Background: an optimization exercise with open tools, aiming at small area, a short achievable clock period and few clock cycles per item. Do not read the settings as production practice.
Function was checked by simulation only, so behaviour that the tests miss may differ from the original.
No activity file was given, so power comes from the tool's default toggle rates.

==> flow/design.v (excerpt) <==
module rpn_stack_calculator_top #(
    parameter int STACK_DEPTH = rsc_pkg::STACK_DEPTH_DEF
) (
    input  logic        i_clk,
    input  logic        i_rst_n,
    input  logic        i_in_valid,
    output logic        o_in_ready,
    input  logic [2:0]  i_req_type,
    input  logic [31:0] i_operand_value,
    output logic        o_out_valid,
    input  logic        i_out_ready,
    output logic [31:0] o_result_value,
    output logic [31:0] o_top_value,
    output logic [4:0]  o_stack_depth,
    output logic [2:0]  o_status
);
Size in the first run: about 5500 cells after synthesis, roughly 54000 µm² of cells after synthesis.
export LEC_CHECK = 0
export CAP_MARGIN = 35
export CORE_MARGIN = 2
export CORE_UTILIZATION = 40
export SETUP_SLACK_MARGIN = 5
export SLEW_MARGIN = 35
create_clock -name core_clock -period 10.0 [get_ports {i_clk}]
run.sh (not shown) runs the stock make flow with config.mk's settings and CLKGATE_MAP_FILE= SYNTH_SCRIPT=/design/flow/synth_recipe.tcl, a recipe that flattens the netlist after the stock synthesis.
The baseline completed with no timing, DRC or antenna violations.
Testbench counts at the start, summed over its fixed seeds: cycles 13,930, items 4,000.
==> next run, changes <==
--- a/flow/design.v
+++ b/flow/design.v
@@ -58,16 +58,17 @@
     logic        r_ov, r_ir;
     logic [2:0]  r_st;
     logic        r_rf;
     logic [2:0]  r_u;
     logic [31:0] r_a, r_b, r_cs, r_cc;
     logic        r_cin, r_sgn, r_sa, r_sat;
     logic [15:0] r_pc;
     logic [4:0]  r_ic;
+    logic [1:0]  r_nb;
     logic busy, take, out_free, exec, q_free;
     assign busy     = (r_u != U_IDLE);
     assign take     = i_in_valid & r_ir;
     assign out_free = ~r_ov | i_out_ready;
     assign exec     = q_v & ~busy & out_free;
     assign q_free   = ~q_v | exec;
     logic full, few, is_push, is_bin, is_add, is_sub, is_mul, is_div, is_pow;
     assign full    = r_d[4];
@@ -93,17 +94,25 @@
     assign sb_q   = sb_sat ? {sb[32], {31{~sb[32]}}} : sb[31:0];
     assign as_sat = q_t[1] ? sb_sat : ad_sat;
     assign as_q   = q_t[1] ? sb_q : ad_q;
     assign t_zero  = (r_t == 32'd0);
     assign s_zero  = (r_s == 32'd0);
     assign dz_q    = s_zero ? 32'd0 : {r_s[31], {31{~r_s[31]}}};
     assign pow_triv = ($signed(r_t) <= $signed(32'h0001_0000));
     assign pt_q    = t_zero ? 32'h0001_0000 : r_s;
+    function automatic logic [1:0] nbyte(input logic [31:0] x);
+        nbyte = (x[31:24] != 8'd0) ? 2'd3 : (x[23:16] != 8'd0) ? 2'd2 : (x[15:8] != 8'd0) ? 2'd1 : 2'd0;
+    endfunction
     logic [31:0] abs_s, abs_t;
+    logic [1:0]  nb_s, nb_t;
+    logic        m_swap;
+    assign nb_s   = nbyte(abs_s);
+    assign nb_t   = nbyte(abs_t);
+    assign m_swap = (nb_s < nb_t);
     assign abs_s = r_s[31] ? 32'(-r_s) : r_s;
     assign abs_t = r_t[31] ? 32'(-r_t) : r_t;
     logic        div_esat;
     assign div_esat = (r_ic == 5'd0) && (r_a[31:16] == 16'd0) && (r_cs[15:0] >= r_a[15:0]);
     logic [15:0] pow_n1;
     assign pow_n1 = r_t[31:16] + {15'd0, |r_t[15:0]} - 16'd1;
     logic [31:0] rd3;
     always_comb begin
@@ -179,24 +188,32 @@
             end
         end
     endgenerate
     assign m_lo = {1'b0, m_s[MB-1:0]} + {1'b0, m_c[MB-1:0]} + {{MB{1'b0}}, r_cin};
     logic [31:0] h;
     logic        h_co, m_sat;
     logic [31:0] m_mag;
     rsc_add #(32) u_h (.a(r_cs), .b(r_cc), .ci(r_cin), .s(h), .co(h_co));
-    assign m_sat = r_sgn ? ((h[31:16] != 16'd0) || (h[15] && ({h[14:0], r_b[31:16]} != 31'd0)))
-                         : (h[31:15] != 17'd0);
-    assign m_mag = m_sat ? {r_sgn, {31{~r_sgn}}} : {h[15:0], r_b[31:16]};
-    logic [15:0] m_nlo, m_nhi;
+    logic [47:0] m48;
+    always_comb begin
+        case (r_nb)
+            2'd3:    m48 = {h, r_b[31:16]};
+            2'd2:    m48 = {8'd0, h, r_b[31:24]};
+            2'd1:    m48 = {16'd0, h};
+            default: m48 = {24'd0, h[31:8]};
+        endcase
+    end
+    assign m_sat = r_sgn ? ((m48[47:32] != 16'd0) || (m48[31] && (m48[30:0] != 31'd0)))
+                         : (m48[47:31] != 17'd0);
+    assign m_mag = m_sat ? {r_sgn, {31{~r_sgn}}} : m48[31:0];
+    logic [1:0] nb_m;
+    assign nb_m = m_sat ? 2'd3 : nbyte(m48[31:0]);
     logic [31:0] m_q;
-    assign m_nlo = 16'(-r_b[31:16]);
-    assign m_nhi = ~h[15:0] + {15'd0, (r_b[31:16] == 16'd0)};
-    assign m_q   = m_sat ? {r_sgn, {31{~r_sgn}}} : (r_sgn ? {m_nhi, m_nlo} : {h[15:0], r_b[31:16]});
+    assign m_q   = m_sat ? {r_sgn, {31{~r_sgn}}} : (r_sgn ? 32'(-m48[31:0]) : m48[31:0]);
     logic [32:0] x1;
     logic [33:0] x2;
     logic [33:0] sub1;
     logic [35:0] suba, subb, cs_u, cs_v;
     logic        co1, coa, cob;
     logic        ge1, ge2;
     logic [31:0] r2;
     assign x1 = {r_cs, r_b[31]};
@@ -289,35 +306,37 @@
                     r_sa  <= r_s[31];
                     if (is_div) begin
                         r_a   <= abs_t;
                         r_cs  <= {16'd0, abs_s[31:16]};
                         r_b   <= {abs_s[15:0], 16'd0};
                         r_sgn <= r_s[31] ^ r_t[31];
                         r_u   <= U_DIT;
                     end else begin
-                        r_a   <= abs_s;
-                        r_b   <= is_pow ? abs_s : abs_t;
+                        r_a   <= (~is_pow & m_swap) ? abs_t : abs_s;
+                        r_b   <= (is_pow | m_swap) ? abs_s : abs_t;
+                        r_nb  <= (is_pow | m_swap) ? nb_s : nb_t;
                         r_sgn <= is_pow ? 1'b0 : (r_s[31] ^ r_t[31]);
                         r_pc  <= is_pow ? pow_n1 : 16'd1;
                         r_u   <= U_MIT;
                     end
                 end
             end
             case (r_u)
                 U_MIT: begin
                     r_cs  <= 32'(m_s >> MB);
                     r_cc  <= 32'(m_c >> MB);
                     r_cin <= m_lo[MB];
                     r_b   <= {m_lo[MB-1:0], r_b[31:MB]};
                     r_ic  <= r_ic + 4'd1;
-                    if (r_ic == 4'(NI - 1)) r_u <= U_MF1;
+                    if (r_ic[1:0] == r_nb) r_u <= U_MF1;
                 end
                 U_MF1: begin
                     r_b   <= m_mag;
+                    r_nb  <= nb_m;
                     r_sat <= r_sat | m_sat;
                     r_cs  <= '0;
                     r_cc  <= '0;
                     r_cin <= 1'b0;
                     r_ic  <= '0;
                     if (r_pc == 16'd1) begin
                         r_rf <= 1'b1;
                         r_st <= (r_sat | m_sat) ? 3'd4 : 3'd0;
The new run produced a clean layout. Worst hold slack loses 0.014 ns. Design area went up by a little under a tenth. Via count rises by a few percent. Sequential share of layout area is lower by 2.2 points. Worst setup slack got worse by 0.28 ns. Critical path depth rose by 1.
Testbench counts after the change, summed over its fixed seeds: cycles 12,876, items 4,000.

---

rpn_stack_calculator_top, a different RTL version from the one above (not shown whole).
Size: ~5600 cells after synthesis, ~730 flip-flops, about 110 I/O pins.
clock: 10.0 ns
lec_check: 0
cap_margin: 35
core_margin: 2
core_utilization: 40
setup_slack_margin: 5
slew_margin: 35
Testbench counts at the start, summed over its fixed seeds: cycles 13,008, items 4,000.
==> next run, changes <==
--- a/flow/design.v
+++ b/flow/design.v
@@ -57,13 +57,13 @@
     logic [31:0] q_op;
     logic        r_ov, r_ir;
     logic [2:0]  r_st;
     logic        r_rf;
     logic [2:0]  r_u;
     logic [31:0] r_a, r_b, r_cs, r_cc;
-    logic        r_cin, r_sgn, r_sa, r_sat, r_tz, r_sz, r_tr, r_dz;
+    logic        r_cin, r_sgn, r_sa, r_sat;
     logic [15:0] r_pc;
     logic [4:0]  r_ic;
     logic [1:0]  r_nb;
     logic busy, take, out_free, exec, q_free;
     assign busy     = (r_u != U_IDLE);
     assign take     = i_in_valid & r_ir;
@@ -79,19 +79,21 @@
     assign is_mul  = (q_t == 3'd3);
     assign is_div  = (q_t == 3'd4);
     assign is_pow  = (q_t == 3'd5);
     assign is_bin  = is_add | is_sub | is_mul | is_div | is_pow;
     logic [32:0] as;
     logic        as_co, as_sat, t_zero, s_zero, pow_triv;
-    logic [31:0] as_q;
+    logic [31:0] as_q, dz_q, pt_q;
     rsc_add #(33) u_as (.a({r_s[31], r_s}), .b({r_t[31], r_t} ^ {33{q_t[1]}}), .ci(q_t[1]), .s(as), .co(as_co));
     assign as_sat  = as[32] ^ as[31];
     assign as_q    = as_sat ? {as[32], {31{~as[32]}}} : as[31:0];
     assign t_zero  = (r_t == 32'd0);
     assign s_zero  = (r_s == 32'd0);
+    assign dz_q    = s_zero ? 32'd0 : {r_s[31], {31{~r_s[31]}}};
     assign pow_triv = ($signed(r_t) <= $signed(32'h0001_0000));
+    assign pt_q    = t_zero ? 32'h0001_0000 : r_s;
     function automatic logic [1:0] nbyte(input logic [31:0] x);
         nbyte = (x[31:24] != 8'd0) ? 2'd3 : (x[23:16] != 8'd0) ? 2'd2 : (x[15:8] != 8'd0) ? 2'd1 : 2'd0;
     endfunction
     logic [31:0] abs_s, abs_t;
     logic [1:0]  nb_s, nb_t;
     logic        m_swap;
@@ -113,27 +115,32 @@
     end
     logic push_ok, bin_ok, multi, single, res_ok;
     logic [31:0] t_new;
     logic [2:0]  st_new;
     assign push_ok = is_push & ~full;
     assign bin_ok  = is_bin & ~few;
-    assign multi   = bin_ok & (is_mul | is_div | is_pow);
+    assign multi   = bin_ok & (is_mul | (is_div & ~t_zero) | (is_pow & ~pow_triv));
     assign single  = ~multi;
     assign res_ok  = push_ok | bin_ok;
     always_comb begin
         t_new  = r_t;
         st_new = 3'd0;
         if (is_push) begin
             if (full) st_new = 3'd2;
             else      t_new  = q_op;
         end else if (is_bin) begin
             if (few) begin
                 st_new = 3'd1;
-            end else begin
+            end else if (is_add | is_sub) begin
                 t_new  = as_q;
                 st_new = as_sat ? 3'd4 : 3'd0;
+            end else if (is_div) begin
+                t_new  = dz_q;
+                st_new = 3'd3;
+            end else begin
+                t_new  = pt_q;
             end
         end
     end
     logic [W-1:0] pp [MB];
     logic [W-1:0] m_s, m_c;
     logic [MB:0]  m_lo;
@@ -288,16 +295,12 @@
                     r_cs  <= '0;
                     r_cc  <= '0;
                     r_cin <= 1'b0;
                     r_sat <= 1'b0;
                     r_ic  <= '0;
                     r_sa  <= r_s[31];
-                    r_tz  <= t_zero;
-                    r_sz  <= s_zero;
-                    r_tr  <= is_pow & pow_triv;
-                    r_dz  <= 1'b0;
                     if (is_div) begin
                         r_a   <= abs_t;
                         r_cs  <= {16'd0, abs_s[31:16]};
                         r_b   <= {abs_s[15:0], 16'd0};
                         r_sgn <= r_s[31] ^ r_t[31];
                         r_u   <= U_DIT;
@@ -310,25 +313,18 @@
                         r_u   <= U_MIT;
                     end
                 end
             end
             case (r_u)
                 U_MIT: begin
-                    r_tr <= 1'b0;
-                    if (r_tr) begin
-                        r_b   <= r_tz ? 32'h0001_0000 : r_a;
-                        r_sgn <= ~r_tz & r_sa;
-                        r_u   <= U_FIN;
-                    end else begin
-                        r_cs  <= 32'(m_s >> MB);
-                        r_cc  <= 32'(m_c >> MB);
-                        r_cin <= m_lo[MB];
-                        r_b   <= {m_lo[MB-1:0], r_b[31:MB]};
-                        r_ic  <= r_ic + 5'd1;
-                        if (r_ic[1:0] == r_nb) r_u <= U_MF1;
-                    end
+                    r_cs  <= 32'(m_s >> MB);
+                    r_cc  <= 32'(m_c >> MB);
+                    r_cin <= m_lo[MB];
+                    r_b   <= {m_lo[MB-1:0], r_b[31:MB]};
+                    r_ic  <= r_ic + 4'd1;
+                    if (r_ic[1:0] == r_nb) r_u <= U_MF1;
                 end
                 U_MF1: begin
                     r_b   <= m_mag;
                     r_nb  <= nb_m;
                     r_sat <= r_sat | m_sat;
                     r_cs  <= '0;
@@ -345,17 +341,13 @@
                         r_pc  <= r_pc - 16'd1;
                         r_sgn <= r_sgn ^ r_sa;
                         r_u   <= U_MIT;
                     end
                 end
                 U_DIT: begin
-                    if ((r_ic == 5'd0) && r_tz) begin
-                        r_b  <= {32{~r_sz}};
-                        r_dz <= 1'b1;
-                        r_u  <= U_FIN;
-                    end else if (div_esat) begin
+                    if (div_esat) begin
                         r_b <= 32'hFFFF_FFFF;
                         r_u <= U_FIN;
                     end else if (skip8) begin
                         r_cs <= xs;
                         r_b  <= {r_b[23:0], 8'd0};
                         r_ic <= r_ic + 5'd4;
@@ -367,13 +359,13 @@
                         if (r_ic == 5'd15) r_u <= U_FIN;
                     end
                 end
                 U_FIN: begin
                     r_t   <= f_q;
                     r_rf  <= 1'b1;
-                    r_st  <= r_dz ? 3'd3 : ((r_sat | f_sat) ? 3'd4 : 3'd0);
+                    r_st  <= (r_sat | f_sat) ? 3'd4 : 3'd0;
                     r_ov  <= 1'b1;
                     r_u   <= U_IDLE;
                 end
                 default: ;
             endcase
         end
Outcome:
- The changed run completed without violations
- worst setup slack is better by 390 ps
- design area drops slightly
- total power climbs by roughly a tenth
- synthesized cell count climbs slightly
- sequential share of layout area is about the same
Testbench counts after the change, summed over its fixed seeds: cycles 12,876, items 4,000.

port drivers added, routing unchanged:
The flow's constraints put no driver on any port. The routed layouts listed below were extracted and timed again, unchanged, in two steps. Step 1 assumes that a clkbuf_16 drives the clock port and a buf_2 every other input. Step 2, shift: input delay + t, output delay - t, t = (earliest + latest rising clock arrival at the registers) / 2. This alone moves slack from input paths to output paths. Three values: ideal ports, drivers, drivers and shift; two values: the first two.
run | t, ns | setup slack, ns | worst hold slack (ns)
the first run of note 1 | 0.740 | 5.080 / 5.080 / 4.509 | 0.551 / 0.551 / 0.551
the second run of note 1 | 0.768 | 4.799 / 4.799 / 4.277 | 0.537 / 0.537 / 0.537
the first run of note 2 | 0.770 | 4.535 / 4.535 / 4.381 | 0.533 / 0.533 / 0.533
the second run of note 2 | 0.803 | 4.921 / 4.921 / 4.281 | 0.571 / 0.571 / 0.571
After both steps every run listed still meets setup and hold. For the second run of note 2, which loses most, drivers alone change the setup slack by 0.000 ns; drivers and shift together by -0.640 ns.
